This is an optimization exercise on Yosys and OpenROAD, whose aim is small area, a short achievable clock period and few clock cycles per item, not a production implementation.
In this exercise RTL edits were held to simulation tests only and were not proved equivalent to the original.
Power figures rest on the tool's default switching activity, not on a simulated workload.

===== flow/design.v =====
package bcacs_pkg;
  localparam int REG_NUM_DEF  = 8;
  localparam int REG_BITS_DEF = 32;
  localparam int PC_BITS_DEF  = 8;
  localparam logic [7:0] OP_SBN_R = 8'd15;
  localparam logic [7:0] OP_HALT  = 8'd255;
  localparam logic [1:0] STAT_OK       = 2'd0;
  localparam logic [1:0] STAT_BAD_OP   = 2'd1;
  localparam logic [1:0] STAT_DIV_ZERO = 2'd2;
  localparam logic [1:0] STAT_BAD_REG  = 2'd3;
  localparam int LEN_HALT  = 1;
  localparam int LEN_SHORT = 3;
  localparam int LEN_LONG  = 4;
  typedef enum logic [2:0] {
    CL_MOV = 3'd0,
    CL_ADD = 3'd1,
    CL_SUB = 3'd2,
    CL_MUL = 3'd3,
    CL_DIV = 3'd4,
    CL_MOD = 3'd5,
    CL_CMP = 3'd6,
    CL_SBN = 3'd7
  } alu_cls_t;
  typedef enum logic [3:0] {
    ST_IDLE,
    ST_READ,
    ST_EXEC,
    ST_MUL,
    ST_DABS_L,
    ST_DABS_R,
    ST_DIV,
    ST_DFIX,
    ST_DONE
  } seq_state_t;
  typedef struct packed {
    logic       cmd;
    logic [7:0] opcode;
    logic [7:0] op_a;
    logic [7:0] op_b;
    logic [7:0] op_c;
  } in_req_t;
  typedef struct packed {
    logic [7:0]         next_pc;
    logic signed [31:0] written_value;
    logic               flag_equal;
    logic               flag_greater;
    logic               halted;
    logic [1:0]         status;
  } out_rsp_t;
endpackage
module byte_coded_alu_cpu_step (
  input  logic        clk,
  input  logic        rst_n,
  input  logic        in_valid,
  output logic        in_ready,
  input  logic [32:0] in_data,
  output logic        out_valid,
  input  logic        out_ready,
  output logic [44:0] out_data
);
  logic [7:0] d_op, d_a, d_b, d_c;
  logic [2:0] d_cls;
  logic       d_known, d_breg, d_creg, d_badreg, d_cs, d_lzero, d_use2;
  logic [2:0] d_r1, d_r2;
  logic [7:0] d_imm;
  always_comb begin
    d_op  = in_data[31:24];
    d_a   = in_data[23:16];
    d_b   = in_data[15:8];
    d_c   = in_data[7:0];
    d_cls = d_op[3:1];
    d_known = (d_op[7:4] == 4'd0);
    d_cs    = (d_cls == 3'd6) || (d_cls == 3'd7);
    case (d_cls)
      3'd0:       d_breg = !d_op[0];
      3'd6, 3'd7: d_breg = d_op[0];
      default:    d_breg = 1'b1;
    endcase
    d_creg   = d_op[0] && (d_cls != 3'd0) && !d_cs;
    d_badreg = (d_a[7:3] != 5'd0) || (d_breg && (d_b[7:3] != 5'd0)) ||
               (d_creg && (d_c[7:3] != 5'd0));
    d_lzero = (d_cls == 3'd0) && d_op[0];        
    d_use2  = d_cs ? d_op[0] : d_creg;
    d_r1    = d_cs ? d_a[2:0] : d_b[2:0];
    d_r2    = d_cs ? d_b[2:0] : d_c[2:0];
    d_imm   = (d_cls == 3'd0) ? (d_op[0] ? d_b : 8'd0) : (d_cs ? d_b : d_c);
  end
  logic [31:0] rf [8];
  logic [7:0]  vld;
  logic [7:0]  pc_r;
  logic        eq_r, gt_r, halt_r;
  logic        s2_v;
  logic        q_cmd, q_hop;
  logic [1:0]  q_fst;
  logic        q_mul, q_div, q_isdiv, q_cmp, q_sbn, q_len4, q_sub;
  logic [2:0]  q_a;
  logic [7:0]  q_c;
  logic        fwd1, fwd2;
  logic [32:0] M;
  logic [31:0] Q;
  logic        ov_r;
  logic [44:0] od_r;
  logic        sk_v;
  logic [1:0]  sk_st;
  typedef enum logic [2:0] {U_IDLE, U_MUL, U_DIV, U_FIX, U_ZQ} ustate_t;
  ustate_t     us;
  logic [31:0] P;
  logic        qm1_unused;
  logic [2:0]  bd0, bd1;       
  logic        m_last;
  logic [4:0]  cnt;
  logic        u_sx, u_sy, u_isdiv;
  logic        pend;           
  function automatic logic [33:0] ks_add(input logic [33:0] a, input logic [33:0] b,
                                         input logic cin);
    logic [33:0] p, g, gp, pp, ng, np;
    p  = a ^ b;
    g  = a & b;
    gp = g;
    gp[0] = g[0] | (p[0] & cin);
    pp = p;
    for (int d = 1; d < 34; d = d * 2) begin
      for (int i = 0; i < 34; i++) begin
        if (i >= d) begin
          ng[i] = gp[i] | (pp[i] & gp[i-d]);
          np[i] = pp[i] & pp[i-d];
        end else begin
          ng[i] = gp[i];
          np[i] = pp[i];
        end
      end
      gp = ng;
      pp = np;
    end
    ks_add = p ^ {gp[32:0], cin};
  endfunction
  function automatic logic [5:0] clz32(input logic [31:0] v);
    logic [15:0] a1; logic [15:0] c1;
    logic [7:0]  a2; logic [1:0] c2 [8];
    logic [3:0]  a3; logic [2:0] c3 [4];
    logic [1:0]  a4; logic [3:0] c4 [2];
    logic [4:0]  c5;
    for (int i = 0; i < 16; i++) begin
      a1[i] = v[2*i+1] | v[2*i];
      c1[i] = !v[2*i+1];
    end
    for (int i = 0; i < 8; i++) begin
      a2[i] = a1[2*i+1] | a1[2*i];
      c2[i] = a1[2*i+1] ? {1'b0, c1[2*i+1]} : {1'b1, c1[2*i]};
    end
    for (int i = 0; i < 4; i++) begin
      a3[i] = a2[2*i+1] | a2[2*i];
      c3[i] = a2[2*i+1] ? {1'b0, c2[2*i+1]} : {1'b1, c2[2*i]};
    end
    for (int i = 0; i < 2; i++) begin
      a4[i] = a3[2*i+1] | a3[2*i];
      c4[i] = a3[2*i+1] ? {1'b0, c3[2*i+1]} : {1'b1, c3[2*i]};
    end
    c5 = a4[1] ? {1'b0, c4[1]} : {1'b1, c4[0]};
    clz32 = (a4[1] | a4[0]) ? {1'b0, c5} : 6'd32;
  endfunction
  function automatic logic [2:0] booth_dec(input logic [2:0] b);
    booth_dec[2] = b[1] ^ b[0];
    booth_dec[1] = (b == 3'b011) || (b == 3'b100);
    booth_dec[0] = b[2] && !(b[1] && b[0]);
  endfunction
  function automatic logic uniform29(input logic [28:0] v);
    uniform29 = (v == 29'd0) || (v == {29{1'b1}});
  endfunction
  logic [31:0] od_wv;
  logic [31:0] xo, yo;
  assign od_wv = od_r[36:5];
  assign xo = fwd1 ? od_wv : M[31:0];
  assign yo = fwd2 ? od_wv : Q;
  logic [33:0] alu_full;
  logic [31:0] alu;
  assign alu_full = ks_add({2'b00, xo}, {2'b00, yo ^ {32{q_sub}}}, q_sub);
  assign alu = alu_full[31:0];
  logic [7:0] pc_short, pc_long, pc_next_seq;
  assign pc_short = pc_r + 8'd3;
  assign pc_long  = pc_r + 8'd4;
  assign pc_next_seq = q_len4 ? pc_long : pc_short;
  logic [33:0] ta, tb, tc, cs_s, cs_c, usum;
  logic        cin0, cin1;
  logic [33:0] pp0, pp1;
  logic oh_mul, oh_div, oh_fix;
  ustate_t us_nxt;
  always_comb begin
    pp0 = {1'b0, (bd0[2] ? {1'b0, M[31:0]} : 33'd0) | (bd0[1] ? {M[31:0], 1'b0} : 33'd0)}
          ^ {34{bd0[0]}};
    pp1 = {1'b0, (bd1[2] ? {M[30:0], 2'd0} : 33'd0) | (bd1[1] ? {M[29:0], 3'd0} : 33'd0)}
          ^ {34{bd1[0]}};
    ta   = oh_fix ? 34'd0 : {2'b00, P};
    tb   = (oh_mul ? pp0 : 34'd0) |
           (oh_div ? ({M[32], M} ^ {34{!u_sy}}) : 34'd0) |
           (oh_fix ? ~{M[32], M} : 34'd0);
    tc   = oh_mul ? pp1 : 34'd0;
    cin0 = (oh_mul & bd0[0]) | (oh_div & pend);
    cin1 = (oh_mul & bd1[0]) | (oh_div & !u_sy) | (oh_fix & !(pend & !u_isdiv));
    cs_s = ta ^ tb ^ tc;
    cs_c = {((ta[32:0] & tb[32:0]) | (ta[32:0] & tc[32:0]) | (tb[32:0] & tc[32:0])), cin0};
    usum = ks_add(cs_s, cs_c, cin1);
  end
  logic [5:0] lz_d, lz_v0, lz_v;
  logic [6:0] sh_full;
  logic       sh_neg;
  logic [4:0] sh;
  always_comb begin
    lz_d    = clz32(xo ^ {32{xo[31]}});
    lz_v0   = clz32(yo ^ {32{yo[31]}});
    lz_v    = lz_v0[5] ? 6'd31 : lz_v0;
    sh_full = {1'b0, lz_v} - {1'b0, lz_d} + {6'd0, xo[31]};
    sh_neg  = sh_full[6];
    sh      = sh_full[4:0];
  end
  logic        ge;
  logic [31:0] r_next, q_next, dval;
  logic        dneg;
  assign ge     = !usum[33];
  assign r_next = ge ? usum[31:0] : P;
  assign q_next = {Q[30:0], ge};
  assign dval   = u_isdiv ? q_next : r_next;
  assign dneg   = u_isdiv ? (u_sx ^ u_sy) : u_sx;
  logic        exec, real_op, y_zero;
  logic        c_en, c_we, c_clr;
  logic [2:0]  c_wa;
  logic [31:0] c_wv;
  logic [7:0]  c_pc;
  logic        c_eq, c_gt, c_halt;
  logic [1:0]  c_st;
  logic        start_mul, start_div, unit_done;
  assign exec    = s2_v && (us == U_IDLE) && !sk_v;
  assign real_op = !q_cmd && !halt_r && !q_hop && (q_fst == 2'd0);
  assign y_zero  = (yo == 32'd0);
  always_comb begin
    c_en = 1'b0; c_we = 1'b0; c_clr = 1'b0; c_wa = q_a; c_wv = alu;
    c_pc = pc_r; c_eq = eq_r; c_gt = gt_r; c_halt = halt_r; c_st = 2'd0;
    start_mul = 1'b0; start_div = 1'b0; unit_done = 1'b0;
    if (exec) begin
      c_en = 1'b1;
      if (q_cmd) begin
        c_clr = 1'b1; c_pc = 8'd0; c_halt = 1'b0;
      end else if (halt_r) begin
      end else if (q_hop) begin
        c_halt = 1'b1; c_pc = pc_r + 8'd1;
      end else if (q_fst != 2'd0) begin
        c_st = q_fst;
      end else if (q_mul) begin
        c_en = 1'b0; start_mul = 1'b1;
      end else if (q_div) begin
        if (y_zero) c_st = 2'd2;
        else begin c_en = 1'b0; start_div = 1'b1; end
      end else if (q_cmp) begin
        c_eq = (xo == yo);
        c_gt = (xo != yo) && !alu[31];
        c_pc = pc_short;
      end else begin
        c_we = 1'b1;
        c_pc = (q_sbn && alu[31]) ? q_c : pc_next_seq;
      end
    end else if (!sk_v) begin
      c_pc = pc_long;
      case (us)
        U_MUL: if (m_last) begin
          unit_done = 1'b1; c_wv = usum[31:0];
        end
        U_DIV: if (cnt == 5'd0 && !dneg) begin
          unit_done = 1'b1; c_wv = dval;
        end
        U_FIX: begin
          unit_done = 1'b1; c_wv = usum[31:0];
        end
        U_ZQ: begin                        
          unit_done = 1'b1; c_wv = u_isdiv ? 32'd0 : (P ^ {32{u_sx}});
        end
        default: ;
      endcase
      c_en = unit_done;
      c_we = unit_done;
    end
  end
  always_comb begin
    us_nxt = us;
    case (us)
      U_IDLE:  if (start_mul) us_nxt = U_MUL; else if (start_div) us_nxt = sh_neg ? U_ZQ : U_DIV;
      U_MUL:   if (unit_done) us_nxt = U_IDLE;
      U_DIV:   if (unit_done) us_nxt = U_IDLE; else if (cnt == 5'd0 && dneg) us_nxt = U_FIX;
      U_FIX:   if (unit_done) us_nxt = U_IDLE;
      U_ZQ:    if (unit_done) us_nxt = U_IDLE;
      default: us_nxt = U_IDLE;
    endcase
  end
  logic s2_leave;
  assign s2_leave = c_en;
  assign in_ready = !s2_v || s2_leave;
  logic take;
  assign take = in_valid && in_ready;
  logic [31:0] rd1, rd2;
  assign rd1 = vld[d_r1] ? rf[d_r1] : 32'd0;
  assign rd2 = vld[d_r2] ? rf[d_r2] : 32'd0;
  logic consumed;
  assign consumed = ov_r && out_ready;
  always_ff @(posedge clk) begin
    if (take) begin
      q_cmd   <= in_data[32];
      q_hop   <= (d_op == 8'd255);
      q_fst   <= !d_known ? 2'd1 : (d_badreg ? 2'd3 : 2'd0);
      q_mul   <= (d_cls == 3'd3);
      q_div   <= (d_cls == 3'd4) || (d_cls == 3'd5);
      q_isdiv <= (d_cls == 3'd4);
      q_cmp   <= (d_cls == 3'd6);
      q_sbn   <= (d_cls == 3'd7);
      q_len4  <= (d_cls != 3'd0) && (d_cls != 3'd6);
      q_sub   <= (d_cls == 3'd2) || d_cs;
      q_a     <= d_a[2:0];
      q_c     <= d_c;
      fwd1    <= !d_lzero && (c_clr || (c_we && (c_wa == d_r1)));
      fwd2    <= d_use2   && (c_clr || (c_we && (c_wa == d_r2)));
    end
  end
  always_ff @(posedge clk) begin
    if (c_we) rf[c_wa] <= c_wv;
  end
  always_ff @(posedge clk) begin
    if (!rst_n) begin
      s2_v   <= 1'b0;
      vld    <= 8'd0;
      pc_r   <= 8'd0;
      eq_r   <= 1'b0;
      gt_r   <= 1'b0;
      halt_r <= 1'b0;
      ov_r   <= 1'b0;
      sk_v   <= 1'b0;
      us     <= U_IDLE;
      oh_mul   <= 1'b0;
      oh_div   <= 1'b0;
      oh_fix   <= 1'b0;
    end else begin
      if (take)          s2_v <= 1'b1;
      else if (s2_leave) s2_v <= 1'b0;
      for (int i = 0; i < 8; i++) begin
        if (c_clr) vld[i] <= 1'b0;
        else if (c_we && (c_wa == 3'(i))) vld[i] <= 1'b1;
      end
      if (c_en) begin
        pc_r   <= c_pc;
        eq_r   <= c_eq;
        gt_r   <= c_gt;
        halt_r <= c_halt;
      end
      if (sk_v) begin
        if (consumed) sk_v <= 1'b0;
      end else if (c_en && ov_r && !out_ready) begin
        sk_v <= 1'b1;
      end
      if (consumed) ov_r <= sk_v || c_en;
      else          ov_r <= ov_r || c_en;
      us       <= us_nxt;
      oh_mul   <= (us_nxt == U_MUL);
      oh_div   <= (us_nxt == U_DIV);
      oh_fix   <= (us_nxt == U_FIX);
    end
  end
  always_ff @(posedge clk) begin
    if (sk_v) begin
      if (consumed) od_r <= {pc_r, P, eq_r, gt_r, halt_r, sk_st};
    end else if (c_en) begin
      if (!ov_r || out_ready) od_r <= {c_pc, c_we ? c_wv : 32'd0, c_eq, c_gt, c_halt, c_st};
      else sk_st <= c_st;
    end
  end
  always_ff @(posedge clk) begin
    if (take) begin
      M <= {1'b0, d_lzero ? 32'd0 : rd1};
      Q <= d_use2 ? rd2 : {24'd0, d_imm};
    end else if (start_mul) begin
      M   <= {1'b0, xo};
      Q   <= yo;
      bd0 <= booth_dec({yo[1:0], 1'b0});
      bd1 <= booth_dec(yo[3:1]);
      m_last <= uniform29(yo[31:3]);
    end else if (start_div) begin
      M       <= {yo[31], yo} << sh;
      Q       <= 32'd0;
    end else begin
      case (us)
        U_MUL: if (!m_last) begin
          M   <= {1'b0, M[27:0], 4'd0};
          Q   <= {{4{Q[31]}}, Q[31:4]};
          bd0 <= booth_dec(Q[5:3]);
          bd1 <= booth_dec(Q[7:5]);
          m_last <= uniform29({{4{Q[31]}}, Q[31:7]});
        end
        U_DIV: if (!(cnt == 5'd0 && !dneg)) begin
          Q   <= q_next;
          M   <= {M[32], M[32:1]};
          if (cnt == 5'd0) M <= {1'b0, dval};
        end
        default: ;
      endcase
    end
  end
  always_ff @(posedge clk) begin
    if (c_en && !sk_v && ov_r && !out_ready) begin
      P <= c_we ? c_wv : 32'd0;           
    end else if (start_mul) begin
      P <= 32'd0;
    end else if (start_div) begin
      u_sx    <= xo[31];
      u_sy    <= yo[31];
      u_isdiv <= q_isdiv;
      P       <= xo ^ {32{xo[31]}};
      pend    <= xo[31];
      cnt     <= sh;
    end else begin
      case (us)
        U_MUL: if (!m_last) P <= usum[31:0];
        U_DIV: if (!(cnt == 5'd0 && !dneg)) begin
          P   <= r_next;
          if (ge) pend <= 1'b0;
          cnt <= cnt - 5'd1;
        end
        default: ;
      endcase
    end
  end
  assign out_valid = ov_r;
  assign out_data  = od_r;
endmodule

===== flow/run.sh =====
#!/bin/bash
# synth_recipe.tcl (not shown) runs the flow's synth.tcl, then flattens the netlist and writes it again
# the make line also repeats each setting of config.mk as NAME=value (left out here)
make -C /OpenROAD-flow-scripts/flow DESIGN_CONFIG=/design/flow/config.mk WORK_HOME=/design/flow/orfs CLKGATE_MAP_FILE= SYNTH_SCRIPT=/design/flow/synth_recipe.tcl finish

===== flow/config.mk =====
export PLATFORM = sky130hd
export DESIGN_NAME = byte_coded_alu_cpu_step
export DESIGN_NICKNAME = byte_coded_alu_cpu_step
export VERILOG_FILES = /design/flow/design.v
export SDC_FILE = /design/flow/constraint.sdc
export NUM_CORES = 4
export LEC_CHECK = 0
export CAP_MARGIN = 20
export CORE_MARGIN = 2
export CORE_UTILIZATION = 30
export PLACE_DENSITY = 0.5
export SETUP_SLACK_MARGIN = 2.0
export SLEW_MARGIN = 20

===== flow/constraint.sdc =====
create_clock -name core_clock -period 7.0 [get_ports {clk}]
set_input_delay 1.4000 -clock core_clock [delete_from_list [all_inputs] [get_ports {clk}]]
set_output_delay 1.4000 -clock core_clock [all_outputs]
set_load 0.01 [all_outputs]

==> results.txt <==
fin. max-slew vios=0; Avg Inst Size Synth=between 9 and 10 sq um; die height=between 300 and 400 um; Post-synth EDFFs=439; die area=between 100000 and 150000 sq um; core region area=126000 sq um; remaining routing DRC violations=0; Pwr Density=between 200 and 300 nW/um^2; final instance area=approximately 50000 sq um; final WL=187000 um; TNS Setup=0 ns; grt ovf=0; CTS tree=done; Startpoint Class=flip-flop; 1st-pass router iterations=8; initial antenna violation count=12; Max-slew headroom=~17%; placer congestion estimate=slightly above 1; status=no timing/DRC/antenna violations; flops & latches, synth=roughly 470; number of port buffers=83; # IOs=84; register area share after synthesis=between 30% and 40%; Req. time, crit path=7.39 ns; Setup Skew=0.0605 ns; final setup fails=0; Tmin final=5.91 ns; Netlist cell types=121; yosys warns=7; die width=about 360 um; WP data arrival=6.30 ns; layout cells sized above 1=between 30% and 40%; DP Area=between 40000 and 50000 sq um; crit path max fanout=15; total of max-cap violations=0; Fin. Hold Viols=0; largest net degree at the start of global routing=83; Starting Density=a little under a third; # hold bufs at CTS=0; row cnt=130; DPL Wire Length=132000 um; fin crit share=between 80% and 90%; All-Layer GR Usage=roughly 28%; ys async rst share=0%; Worst-Skew Late Latency=between 0.6 and 0.7 ns; Worst setup EP type=flip-flop; H-tree lvl count=2; Routed Antenna Nets=0; post-synthesis cell area=38000 sq um; Worst-path clk slew=about 0.070 ns; P_leak=about 18 nW; maximum vdd drop=about 0.00026 V; vias per inst=roughly 6.2; hold crit path type=reg -> reg; TritonCTS buffer count=54; Starting DRT DRC Count=between 4000 and 5000; Vias=36570; Fmax=about 0.17 GHz; Longest Clk Path Bufs=3; Top FF cell, synth=edfxtp_1; DR WL/cell=31.6 um; kind of critical path=reg -> reg; Slew @ Worst Pin=around 1.2 ns; first-pass GRT wire length=around 260000 um; clock sink count=around 470; synthesis-to-layout area growth=31.3%; Nets=roughly 4400; Root Buffer=clkbuf_16; Mapped Cells=a little under 4000; unrepaired setup endpoints after global routing=yes; vias in the first global route=approximately 35000; Post-Syn Nets=between 4000 and 5000
==> logic make-up after synthesis <==
group,synth area share (%)
flops,36.2
mux,14.6
simple gates,14.3
fa+ha+maj,4.69
buf+inv,4.74
xor+xnor,5.77
compound gates,19.7
==> state kept, by name (all words and copies together), names as in the netlist, 2 cells and up <==
register	cells
q_a	3
bd1	3
od_r	45
vld	8
M	33
q_fst	2
rf	256
P	32
Q	32
cnt	5
us	3
sk_st	2
q_c	8
bd0	3
pc_r	8
==> worst paths after layout <==
check               startpoint           endpoint  slack (ns)  depth (start not counted)
max             fwd2$_DFFE_PP_    M[14]$_DFFE_PP_        1.09                         19
min reg2reg  q_isdiv$_DFFE_PP_  u_isdiv$_DFFE_PP_        0.42                          0
min          q_isdiv$_DFFE_PP_  u_isdiv$_DFFE_PP_        0.42                          0
max reg2reg     fwd2$_DFFE_PP_    M[14]$_DFFE_PP_        1.09                         19
==> stage by stage <==
stage	setup WS [ns]	instances	hold WS [ns]	utilization, %	total power, mW
5_1_grt	0.995	5927	0.444	39.7	14.8
2_1_floorplan	1.72	3859	0.400	-	7.03
4_1_cts	1.26	5834	0.427	38.1	13.6
3_3_place_gp	0.645	5543	0.418	33.6	9.77
3_5_place_dp	0.589	5543	0.412	33.6	9.74
6_report	1.09	5930	0.424	39.7	14.4
==> routing by layer <==
layer	GRT usage, %	up-vias	routed length (um)	share of wire [%]
met3	6.80	534	19100	10
met5	0	-	67	0.036
met1	36.9	18420	75800	40
li1	-	15501	-	-
met4	13.1	10	11400	6.1
met2	41.8	2105	81100	43
==> report_power, final <==
| part | switching [mW] | internal [mW] |
|---|---|---|
| Sequential | 0.195 | 3.49 |
| Combinational | 4.44 | 3.29 |
| Clock | 1.35 | 1.61 |
| Total | 5.98 | 8.39 |
==> layout by cell type, fill, tap and decap left out, types with 32 or more instances in the layout <==
master | Yosys | routed
a21oi_1 | 248 | 217
mux2_2 | 45 | 33
mux4_2 | 154 | 154
buf_12 | 0 | 50
nor2_1 | 275 | 258
buf_4 | 12 | 394
a22oi_1 | 102 | 85
a221o_1 | 37 | 37
nand3_1 | 96 | 69
nand4_1 | 39 | 39
xor2_1 | 56 | 53
ha_1 | 85 | 59
o211ai_1 | 32 | 32
fa_1 | 36 | 32
nor3_1 | 79 | 64
mux2i_1 | 149 | 90
a31oi_1 | 49 | 42
buf_6 | 12 | 80
xnor2_1 | 191 | 181
and2_1 | 55 | 52
clkdlybuf4s50_1 | 0 | 82
o22ai_1 | 41 | 32
mux2i_4 | 1 | 39
nand2_1 | 384 | 367
a21o_1 | 45 | 43
o21ai_2 | 3 | 44
o21ai_1 | 8 | 44
clkbuf_16 | 0 | 59
edfxtp_1 | 439 | 439
o21ai_0 | 212 | 125
inv_1 | 100 | 77
nor2b_1 | 47 | 45
==> cell usage after synthesis (22+ instances only) <==
cell type,instances,area share (%)
edfxtp_1,439,35
nand2_1,384,3.8
nor2_1,275,2.7
a21oi_1,248,3.3
o21ai_0,212,2.8
clkbuf_1,206,2.0
xnor2_1,191,4.4
mux4_2,154,9.1
mux2i_1,149,3.9
a22oi_1,102,2.0
inv_1,100,0.99
nand3_1,96,1.3
ha_1,85,2.8
nor3_1,79,1.0
buf_2,56,0.74
xor2_1,56,1.3
and2_1,55,0.90
a31oi_1,49,0.81
nor2b_1,47,0.77
a21o_1,45,0.89
mux2_2,45,1.3
a211oi_1,43,0.85
o22ai_1,41,0.67
nand4_1,39,0.64
a221o_1,37,0.97
fa_1,36,1.9
o211ai_1,32,0.63
o31ai_1,32,0.63
buf_1,29,0.29
dfxtp_1,29,1.5
nand2b_1,29,0.48
a221oi_1,28,0.64
nor4_1,28,0.46
and3_1,26,0.43
a22o_1,22,0.51
o21a_1,22,0.43
==> critical path, stage by stage, from the launching register on <==
cell,delay [ns]
edfxtp_1,0.52
buf_12,0.22
mux2i_2,0.58
nand2_1,0.14
o22ai_1,0.18
o21a_1,0.19
a21oi_1,0.08
o22ai_2,0.23
a21oi_1,0.10
a2111oi_1,0.30
buf_4,0.20
ha_1,0.29
fa_2,0.64
mux4_2,0.53
a22oi_2,0.25
mux2i_1,0.12
nand2_1,0.12
o21ai_2,0.09
a222oi_1,0.73
o21ai_1,0.16
==> cell type report <==
cell class / count / area, sq um
Fill cell: 12287 / 75800
Multi-Input combinational cell: 2970 / 25600
Sequential cell: 468 / 13800
Timing Repair Buffer: 634 / 6290
Tap cell: 1650 / 2060
Clock buffer: 61 / 1400
Inverter: 103 / 440
Clock inverter: 41 / 392
Antenna cell: 3 / 7.51
==> what timing repair did <==
action / 4_1_cts / 5_1_grt
pin swaps: 142 / 119
cloned: 11 / 6
resized for setup: 483 / 254
setup endpoints to repair: 382 / 380
buffers inserted: 178 / 87
Testbench counts, summed over its fixed seeds: cycles 49,470, items 24,000.

[afterwards: timing with drivers on the ports]
Ports are ideal in the flow. The routed layout listed here was re-timed in OpenROAD. Step 1, drivers: a clkbuf_16 drives clk and a buf_2 each remaining input, both assumed. Step 2 times the ports against the registers' clock, not the clock port: input delays grow and output delays shrink by t, the midpoint of the rising clock arrivals with the driver on. Three values: ideal ports, drivers, drivers and shift; two values: the first two.
shift t [ns]: 0.724
slack for setup (ns): 1.088 / 1.088 / 1.088
cell pins on the clock port's net: 1
After both steps setup and hold are still met in this run. The setup slack of this run moves by 0.000 ns with the drivers and by 0.000 ns with both steps.
